Source: an optimization exercise on an open RTL-to-GDS flow (aim: small area, a short achievable clock period and few clock cycles per item). Production flows keep margins and buffers that such runs may drop. In this exercise RTL edits were held to simulation tests only and were not proved equivalent to the original.

### flow/constraint.sdc
create_clock -name core_clock -period 8.0 [get_ports {aclk}]
set_input_delay 1.6000 -clock core_clock [delete_from_list [all_inputs] [get_ports {aclk}]]
set_output_delay 1.6000 -clock core_clock [all_outputs]
set_load 0.01 [all_outputs]
### flow/design.v
package plst_pkg;
    localparam int CAPACITY = 64;
    localparam int DATA_W = 32;
    localparam int KIND_W = 3;
    localparam int POS_W  = 6;
    localparam int LEN_W  = 7;
    localparam int STAT_W = 2;
    localparam int ADDR_W = (CAPACITY > 1) ? $clog2(CAPACITY) : 1;
    localparam int CNT_W  = $clog2(CAPACITY + 1);
    localparam int CMP_W  = (CNT_W > POS_W) ? CNT_W : POS_W;
    localparam int S_TDATA_W = ((POS_W + DATA_W + 7) / 8) * 8;
    localparam int M_TDATA_W = ((DATA_W + LEN_W + STAT_W + 7) / 8) * 8;
    localparam logic [KIND_W-1:0] KIND_INSERT = 3'd0;
    localparam logic [KIND_W-1:0] KIND_APPEND = 3'd1;
    localparam logic [KIND_W-1:0] KIND_DELETE = 3'd2;
    localparam logic [KIND_W-1:0] KIND_READ   = 3'd3;
    localparam logic [KIND_W-1:0] KIND_CLEAR  = 3'd4;
    localparam logic [STAT_W-1:0] STAT_OK       = 2'd0;
    localparam logic [STAT_W-1:0] STAT_FULL     = 2'd1;
    localparam logic [STAT_W-1:0] STAT_PAST_END = 2'd2;
    localparam logic [STAT_W-1:0] STAT_EMPTY    = 2'd3;
    typedef struct packed {
        logic [KIND_W-1:0]        kind;
        logic [POS_W-1:0]         position;
        logic signed [DATA_W-1:0] value;
    } request_t;
    typedef struct packed {
        logic signed [DATA_W-1:0] read_value;
        logic [LEN_W-1:0]         length;
        logic [STAT_W-1:0]        status;
    } result_t;
    typedef struct packed {
        logic              we;
        logic [ADDR_W-1:0] waddr;
        logic [DATA_W-1:0] wdata;
        logic [ADDR_W-1:0] raddr;
    } ram_req_t;
endpackage
module plst_ram #(
    parameter int DEPTH  = 64,
    parameter int WIDTH  = 32,
    parameter int ADDR_W = (DEPTH > 1) ? $clog2(DEPTH) : 1
) (
    input  logic              aclk,
    input  logic              we,
    input  logic [ADDR_W-1:0] waddr,
    input  logic [WIDTH-1:0]  wdata,
    input  logic [ADDR_W-1:0] raddr,
    output logic [WIDTH-1:0]  rdata
);
    logic [WIDTH-1:0] mem [DEPTH];
    logic [WIDTH-1:0] rdata_reg;
    always_ff @(posedge aclk) begin
        if (we) begin
            mem[waddr] <= wdata;
        end
        rdata_reg <= mem[raddr];
    end
    assign rdata = rdata_reg;
endmodule
module plst_ctrl (
    input  logic                            aclk,
    input  logic                            aresetn,
    input  logic                            req_valid,
    output logic                            req_ready,
    input  plst_pkg::request_t              req,
    output plst_pkg::ram_req_t              ram_req,
    input  logic [plst_pkg::DATA_W-1:0]     ram_rdata,
    output logic                            res_valid,
    input  logic                            res_take,
    output plst_pkg::result_t               res
);
    localparam int ADDR_W = plst_pkg::ADDR_W;
    localparam int CNT_W  = plst_pkg::CNT_W;
    localparam int CMP_W  = plst_pkg::CMP_W;
    localparam int DATA_W = plst_pkg::DATA_W;
    localparam int LEN_W  = plst_pkg::LEN_W;
    localparam int STAT_W = plst_pkg::STAT_W;
    localparam logic [CNT_W-1:0] CNT_FULL = CNT_W'(plst_pkg::CAPACITY);
    localparam logic [1:0] ST_IDLE  = 2'd0;
    localparam logic [1:0] ST_MOVE  = 2'd1;
    localparam logic [1:0] ST_FETCH = 2'd2;
    localparam logic [1:0] ST_DONE  = 2'd3;
    logic [1:0]               state_reg,    state_next;
    logic [CNT_W-1:0]         count_reg,    count_next;
    logic                     rd_go_reg,    rd_go_next;
    logic                     fly_reg,      fly_next;
    logic                     up_reg,       up_next;
    logic [ADDR_W-1:0]        rd_ptr_reg,   rd_ptr_next;
    logic [ADDR_W-1:0]        last_ptr_reg, last_ptr_next;
    logic [ADDR_W-1:0]        fly_addr_reg, fly_addr_next;
    logic [ADDR_W-1:0]        ins_pos_reg,  ins_pos_next;
    logic signed [DATA_W-1:0] ins_val_reg,  ins_val_next;
    logic signed [DATA_W-1:0] rd_val_reg,   rd_val_next;
    logic [STAT_W-1:0]        status_reg,   status_next;
    logic [CMP_W-1:0]  cnt_c;
    logic [CMP_W-1:0]  pos_c;
    logic [CNT_W-1:0]  cnt_m1;
    logic [ADDR_W-1:0] pos_a;
    logic [ADDR_W-1:0] tail_a;
    logic [ADDR_W-1:0] last_a;
    logic [ADDR_W-1:0] place_a;
    logic [ADDR_W-1:0] look_a;
    always_comb begin
        cnt_c   = CMP_W'(count_reg);
        pos_c   = CMP_W'(req.position);
        cnt_m1  = count_reg - CNT_W'(1);
        pos_a   = ADDR_W'(req.position);
        tail_a  = count_reg[ADDR_W-1:0];
        last_a  = cnt_m1[ADDR_W-1:0];
        place_a = ((req.kind == plst_pkg::KIND_APPEND) || (pos_c > cnt_c)) ? tail_a : pos_a;
        look_a  = (pos_c >= cnt_c) ? last_a : pos_a;
    end
    always_comb begin
        state_next    = state_reg;
        count_next    = count_reg;
        rd_go_next    = rd_go_reg;
        fly_next      = fly_reg;
        up_next       = up_reg;
        rd_ptr_next   = rd_ptr_reg;
        last_ptr_next = last_ptr_reg;
        fly_addr_next = fly_addr_reg;
        ins_pos_next  = ins_pos_reg;
        ins_val_next  = ins_val_reg;
        rd_val_next   = rd_val_reg;
        status_next   = status_reg;
        ram_req.we    = 1'b0;
        ram_req.waddr = fly_addr_reg;
        ram_req.wdata = ram_rdata;
        ram_req.raddr = rd_ptr_reg;
        req_ready = (state_reg == ST_IDLE);
        res_valid = (state_reg == ST_DONE);
        case (state_reg)
            ST_IDLE: begin
                ram_req.raddr = look_a;
                if (req_valid) begin
                    rd_val_next = '0;
                    status_next = plst_pkg::STAT_OK;
                    state_next  = ST_DONE;
                    case (req.kind)
                        plst_pkg::KIND_INSERT, plst_pkg::KIND_APPEND: begin
                            if (count_reg == CNT_FULL) begin
                                status_next = plst_pkg::STAT_FULL;
                            end else if (place_a == tail_a) begin
                                ram_req.we    = 1'b1;
                                ram_req.waddr = place_a;
                                ram_req.wdata = req.value;
                                count_next    = count_reg + CNT_W'(1);
                            end else begin
                                rd_ptr_next   = last_a;
                                last_ptr_next = place_a;
                                ins_pos_next  = place_a;
                                ins_val_next  = req.value;
                                rd_go_next    = 1'b1;
                                up_next       = 1'b1;
                                state_next    = ST_MOVE;
                            end
                        end
                        plst_pkg::KIND_DELETE: begin
                            if (pos_c >= cnt_c) begin
                                status_next = plst_pkg::STAT_PAST_END;
                            end else if (pos_a == last_a) begin
                                count_next = cnt_m1;
                            end else begin
                                rd_ptr_next   = pos_a + ADDR_W'(1);
                                last_ptr_next = last_a;
                                rd_go_next    = 1'b1;
                                up_next       = 1'b0;
                                state_next    = ST_MOVE;
                            end
                        end
                        plst_pkg::KIND_READ: begin
                            if (count_reg == '0) begin
                                status_next = plst_pkg::STAT_EMPTY;
                            end else begin
                                state_next = ST_FETCH;
                            end
                        end
                        plst_pkg::KIND_CLEAR: begin
                            count_next = '0;
                        end
                        default: begin
                        end
                    endcase
                end
            end
            ST_MOVE: begin
                fly_next = rd_go_reg;
                if (rd_go_reg) begin
                    fly_addr_next = rd_ptr_reg;
                    if (rd_ptr_reg == last_ptr_reg) begin
                        rd_go_next = 1'b0;
                    end else if (up_reg) begin
                        rd_ptr_next = rd_ptr_reg - ADDR_W'(1);
                    end else begin
                        rd_ptr_next = rd_ptr_reg + ADDR_W'(1);
                    end
                end
                if (fly_reg) begin
                    ram_req.we    = 1'b1;
                    ram_req.waddr = up_reg ? (fly_addr_reg + ADDR_W'(1))
                                           : (fly_addr_reg - ADDR_W'(1));
                end
                if (!rd_go_reg && !fly_reg) begin
                    if (up_reg) begin
                        ram_req.we    = 1'b1;
                        ram_req.waddr = ins_pos_reg;
                        ram_req.wdata = ins_val_reg;
                        count_next    = count_reg + CNT_W'(1);
                    end else begin
                        count_next = cnt_m1;
                    end
                    state_next = ST_DONE;
                end
            end
            ST_FETCH: begin
                rd_val_next = ram_rdata;
                state_next  = ST_DONE;
            end
            ST_DONE: begin
                if (res_take) begin
                    state_next = ST_IDLE;
                end
            end
            default: begin
                state_next = ST_IDLE;
            end
        endcase
    end
    always_ff @(posedge aclk) begin
        if (!aresetn) begin
            state_reg <= ST_IDLE;
            count_reg <= '0;
            rd_go_reg <= 1'b0;
            fly_reg   <= 1'b0;
        end else begin
            state_reg <= state_next;
            count_reg <= count_next;
            rd_go_reg <= rd_go_next;
            fly_reg   <= fly_next;
        end
    end
    always_ff @(posedge aclk) begin
        up_reg       <= up_next;
        rd_ptr_reg   <= rd_ptr_next;
        last_ptr_reg <= last_ptr_next;
        fly_addr_reg <= fly_addr_next;
        ins_pos_reg  <= ins_pos_next;
        ins_val_reg  <= ins_val_next;
        rd_val_reg   <= rd_val_next;
        status_reg   <= status_next;
    end
    assign res.read_value = rd_val_reg;
    assign res.length     = LEN_W'(count_reg);
    assign res.status     = status_reg;
endmodule
module positional_list_store_unit (
    input  logic                               aclk,
    input  logic                               aresetn,
    input  logic                               s_tvalid,
    output logic                               s_tready,
    input  logic [plst_pkg::S_TDATA_W-1:0]     s_tdata,    
    input  logic [plst_pkg::KIND_W-1:0]        s_tuser,    
    output logic                               m_tvalid,
    input  logic                               m_tready,
    output logic [plst_pkg::M_TDATA_W-1:0]     m_tdata     
);
    localparam int POS_W     = plst_pkg::POS_W;
    localparam int DATA_W    = plst_pkg::DATA_W;
    localparam int M_TDATA_W = plst_pkg::M_TDATA_W;
    plst_pkg::request_t req;
    plst_pkg::ram_req_t ram_req;
    plst_pkg::result_t  res;
    logic [DATA_W-1:0]  ram_rdata;
    logic               res_valid;
    logic               res_take;
    logic                 m_tvalid_reg, m_tvalid_next;
    logic [M_TDATA_W-1:0] m_tdata_reg,  m_tdata_next;
    assign req.kind     = s_tuser;
    assign req.position = s_tdata[POS_W-1:0];
    assign req.value    = s_tdata[POS_W +: DATA_W];
    plst_ctrl u_ctrl (
        .aclk      (aclk),
        .aresetn   (aresetn),
        .req_valid (s_tvalid),
        .req_ready (s_tready),
        .req       (req),
        .ram_req   (ram_req),
        .ram_rdata (ram_rdata),
        .res_valid (res_valid),
        .res_take  (res_take),
        .res       (res)
    );
    plst_ram #(
        .DEPTH  (plst_pkg::CAPACITY),
        .WIDTH  (DATA_W),
        .ADDR_W (plst_pkg::ADDR_W)
    ) u_ram (
        .aclk  (aclk),
        .we    (ram_req.we),
        .waddr (ram_req.waddr),
        .wdata (ram_req.wdata),
        .raddr (ram_req.raddr),
        .rdata (ram_rdata)
    );
    always_comb begin
        res_take      = res_valid && (!m_tvalid_reg || m_tready);
        m_tvalid_next = m_tvalid_reg;
        m_tdata_next  = m_tdata_reg;
        if (res_take) begin
            m_tvalid_next = 1'b1;
            m_tdata_next  = M_TDATA_W'({res.status, res.length, res.read_value});
        end else if (m_tready) begin
            m_tvalid_next = 1'b0;
        end
    end
    always_ff @(posedge aclk) begin
        if (!aresetn) begin
            m_tvalid_reg <= 1'b0;
        end else begin
            m_tvalid_reg <= m_tvalid_next;
        end
    end
    always_ff @(posedge aclk) begin
        m_tdata_reg <= m_tdata_next;
    end
    assign m_tvalid = m_tvalid_reg;
    assign m_tdata  = m_tdata_reg;
endmodule
### flow/run.sh
#!/bin/bash
# synth_recipe.tcl (not shown) runs the flow's synth.tcl, then flattens the netlist and writes it again
# the make line also repeats each setting of config.mk as NAME=value (left out here)
make -C /OpenROAD-flow-scripts/flow DESIGN_CONFIG=/design/flow/config.mk WORK_HOME=/design/flow/orfs CLKGATE_MAP_FILE= SYNTH_SCRIPT=/design/flow/synth_recipe.tcl finish
### flow/config.mk
export PLATFORM = sky130hd
export DESIGN_NAME = positional_list_store_unit
export DESIGN_NICKNAME = positional_list_store_unit
export VERILOG_FILES = /design/flow/design.v
export SDC_FILE = /design/flow/constraint.sdc
export NUM_CORES = 4
export LEC_CHECK = 0
export CAP_MARGIN = 20
export CORE_MARGIN = 2
export CORE_UTILIZATION = 40
export SLEW_MARGIN = 20
==> out/results.md <==
| Result | This run | Unit |
| --- | --- | --- |
| Net count, final | 6588 | - |
| Maximum net fanout on the critical path | 22 | - |
| Synthesized area per cell | 13.8 | µm² |
| Max Root-Sink Buffers | 3 | - |
| Share of synthesized registers carrying an async set or reset | 0 | - |
| Minimum setup slack among reg-to-reg paths | 2.39 | ns |
| Final setup fails | 0 | - |
| Site Rows | 171 | - |
| Unique masters post-synth | 80 | - |
| Post-CTS setup buffer count | 0 | - |
| Worst reg-to-reg path cell count | 11 | - |
| DR iter-0 viols | 7766 | - |
| Data required time of the critical path | 8.56 | ns |
| Final Max Slew Viols | 0 | - |
| Endpoint type of the worst setup path | register | - |
| CTS H-Tree Depth | 4 | - |
| Count of nets left with antenna violations after detail routing | 0 | - |
| Final WL | 268000 | µm |
| Final worst path period share | 0.781 | - |
| Fin crit period | 6.25 | ns |
| Per-cell routed wire length | 28.0 | µm |
| Total vias in the final route | 56100 | - |
| Number of antenna violations at the first check in global routing | 15 | - |
| Total count of hold-check failures in the final report | 0 | - |
| Via count of the first global-routing pass | 52300 | - |
| Setup Skew | 0.0346 | ns |
| Global router's overall resource usage | 0.235 | - |
| Capture point of the worst reg-to-reg path | u_ram.mem[47][8]$_DFFE_PP_ | - |
| Number of maximum-capacitance violations | 0 | - |
| Setup slack after placement | 1.04 | ns |
| Sequential fraction of the synthesis area | 0.756 | - |
| Total Die Area | 223000 | µm² |
| Maximum number of pins on one net before global-route repair | 112 | - |
| Status | finished clean | - |
| TritonCTS clock tree | done | - |
| Fmax | 0.160 | GHz |
| Capture endpoint of the worst hold path | m_tdata_reg[0]$_DFFE_PP_ | - |
| Synthesized instance count | 6347 | - |
| Post-cts gate resize count | 0 | - |
| CTS buffer count | 217 | - |
| Ports | 97 | - |
| Synthesis-to-finish area growth | 15.3 | % |
| Top flip-flop cell by instance count after synthesis | sky130_fd_sc_hd__edfxtp_1 | - |
| Initial core utilization | 0.403 | - |
| Worst slew margin relative to its limit | 0.302 | - |
| # DRC | 0 | - |
| Worst EP arrival | 6.81 | ns |
| Global-route wire length before repair | 380000 | µm |
| Ratio of routed vias to standard cells | 5.87 | - |
| Clock insertion delay at the later pin of the skew report | 0.88 | ns |
| Port Buf Inserts | 87 | - |
| Floorplan die height | 472 | µm |
| Number of flip-flops under the largest register name | 2048 | - |
| Synthesized area | 87800 | µm² |
| Placed wire-length estimate | 153000 | µm |
| Critical register-to-register path startpoint | u_ctrl.count_reg[4]$_SDFFE_PN0P_ | - |
| Core box area | 218000 | µm² |
| Setup_tns | 0 | ns |
| Grt ovf | 0 | - |
| Fill cell instance count of the final layout | 18700 | - |
| Slew at the pin with the worst max-slew slack | 1.04 | ns |
| Routability cong. | 0.857 | - |
| Critical path launch point type | input port | - |
| Clock input transition at the sequential cells of the worst setup and hold paths | 0.06 | ns |
| Startpoint of the worst hold path | u_ctrl.rd_val_reg[0]$_SDFFCE_PN0P_ | - |
| Critical path class | input port to register | - |
| Most frequent standard cell in the layout excluding fill and tap cells | sky130_fd_sc_hd__edfxtp_1 | - |
| Slack of the critical path | 1.75 | ns |
| Number of synthesized flops with an enable pin | 2180 | - |
| Total clock sinks | 2224 | - |
| Seq cells post-synth | 2224 | - |
| Fin cells | 9560 | - |
| Setup repair after global routing missed its margin | no | - |
| Horiz. Die Dim | 472 | µm |
| Final design instance area without fill | 101000 | µm² |
| First-pass DRT Iterations | 7 | - |
| Placed cell count | 9140 | - |
| Root buffer cell | sky130_fd_sc_hd__clkbuf_16 | - |
| Post-place instance area | 94100 | µm² |
| Commonest non-fill, non-tap cells in the layout | 2180 x sky130_fd_sc_hd__edfxtp_1, 1805 x sky130_fd_sc_hd__nand2_1, 586 x sky130_fd_sc_hd__nand3_1 | - |
| Number of hold buffers added after cts | 0 | - |
| Warnings from Yosys | 3 | - |
| Hold Path Class | register to register | - |
| Worst Hold Path Cells | 0 | - |
| Share of layout cells above drive strength 1 | 0.105 | - |
-- Yosys cell counts (all sizes together) (6+ instances only) --
library cell / n / area, µm²
nand2: 1806 / 6780
and2: 38 / 240
dfxtp: 44 / 881
mux2: 7 / 78.8
a31oi: 193 / 1210
edfxtp: 2180 / 65500
a221oi: 37 / 324
xnor2: 26 / 235
xor2: 11 / 96.3
o21ai: 23 / 130
a32oi: 158 / 1400
a21o: 8 / 60.1
nand4: 245 / 1540
a21oi: 53 / 292
clkbuf: 123 / 462
nor2b: 15 / 93.8
and3: 24 / 150
o211ai: 6 / 45.0
o22ai: 7 / 43.8
buf: 280 / 1510
inv: 24 / 90.1
nor2: 108 / 430
and4: 18 / 158
or3: 11 / 68.8
nand3: 588 / 2940
or2: 7 / 43.8
nor3: 10 / 77.6
a211oi: 11 / 92.6
a22oi: 8 / 60.1
ha: 22 / 275
mux2i: 191 / 1910
-- through the flow --
stage,hold WS [ns],util
floorplan,0.400,-
global placement,0.401,0.432
detailed placement,0.405,0.432
CTS,0.419,0.464
global route,0.422,0.465
finish,0.417,0.465
-- final cells by class --
type,count,area [µm²],area share
sequential,2224,66300,0.655
antenna,7,17.5,0.000173
clock inverter,111,973,0.00961
timing repair buffer,348,3940,0.0389
inverter,24,90.1,0.000890
clock buffer,290,5870,0.0579
tap,2854,3570,0.0353
multi-input combinational,3702,20500,0.202
-- worst max-delay path, stage by stage --
cell and delay (ns):
sky130_fd_sc_hd__clkdlybuf4s50_1 0.63, sky130_fd_sc_hd__ha_1 0.42, sky130_fd_sc_hd__and4b_1 0.54, sky130_fd_sc_hd__nand4_2 0.19, sky130_fd_sc_hd__a32oi_4 0.40, sky130_fd_sc_hd__mux2i_1 0.43
sky130_fd_sc_hd__a32o_1 0.27, sky130_fd_sc_hd__a21o_1 0.30, sky130_fd_sc_hd__nand4_1 0.81, sky130_fd_sc_hd__nor2_4 0.87, sky130_fd_sc_hd__buf_12 0.31
-- how the worst max path moves through the flow --
stage / from / slack, ns / endpoint
3_3_place_gp: s_tdata[3] / 1.08 / u_ram.mem[32][19]$_DFFE_PP_
2_1_floorplan: s_tdata[4] / 1.96 / u_ram.mem[0][10]$_DFFE_PP_
4_1_cts: s_tdata[3] / 1.92 / u_ram.mem[47][8]$_DFFE_PP_
6_report: s_tdata[3] / 1.75 / u_ram.mem[47][8]$_DFFE_PP_
5_1_grt: s_tdata[3] / 1.66 / u_ram.mem[47][28]$_DFFE_PP_
3_5_place_dp: s_tdata[3] / 1.04 / u_ram.mem[47][23]$_DFFE_PP_
-- per-layer routing --
layer,vias to the layer above,GRT usage,part of all wire
li1,24100,-,-
met1,28500,0.340,0.41
met2,3111,0.361,0.45
met3,419,0.0439,0.11
met4,6,0.0706,0.028
met5,-,0,0.00017
-- cells by family (layout without fill, tap and decap cells) --
kind of cell,count (synthesis),count (layout),synth area share
AOI/OAI and AO/OA,546,546,0.0463
xor gates and xnor gates,37,37,0.00378
adders and majority gates,24,24,0.00359
buffers and inverters,427,773,0.0235
DFF,2224,2224,0.756
muxes,198,198,0.0227
other,1,14,0.0000427
and+or+nand+nor,2890,2890,0.144
Testbench counts, summed over its fixed seeds: cycles 135,600, items 8,000.

## afterwards: timing with drivers on the ports
The flow's constraints put no driver on any port. The routed layout listed below was extracted and timed again, unchanged, in two steps.
Step 1 (the two cells are an assumption about what drives the block):
set clk [get_ports {aclk}]
set_driving_cell -lib_cell sky130_fd_sc_hd__clkbuf_16 $clk
set_driving_cell -lib_cell sky130_fd_sc_hd__buf_2 [delete_from_list [all_inputs] $clk]
Step 2 adds t to the input delays and takes it off the output delays; t is the mean of the earliest and latest rising clock arrival at the registers after step 1. Input paths then give back, and output paths get back, about the clock's delay inside the block.
a / b / c = ideal ports / drivers / drivers and shift; a / b = the first two.
t (ns): 0.956
setup WS [ns]: 1.750 / 1.819 / 0.862
worst setup path after step 2: input to register
latest minus earliest clock arrival (ns): 0.038 / 0.037
worst data-port slew with drivers (ns): 0.06
After both steps this run still meets setup and hold. The setup slack of this run moves by +0.069 ns with the drivers and by -0.888 ns with both steps.
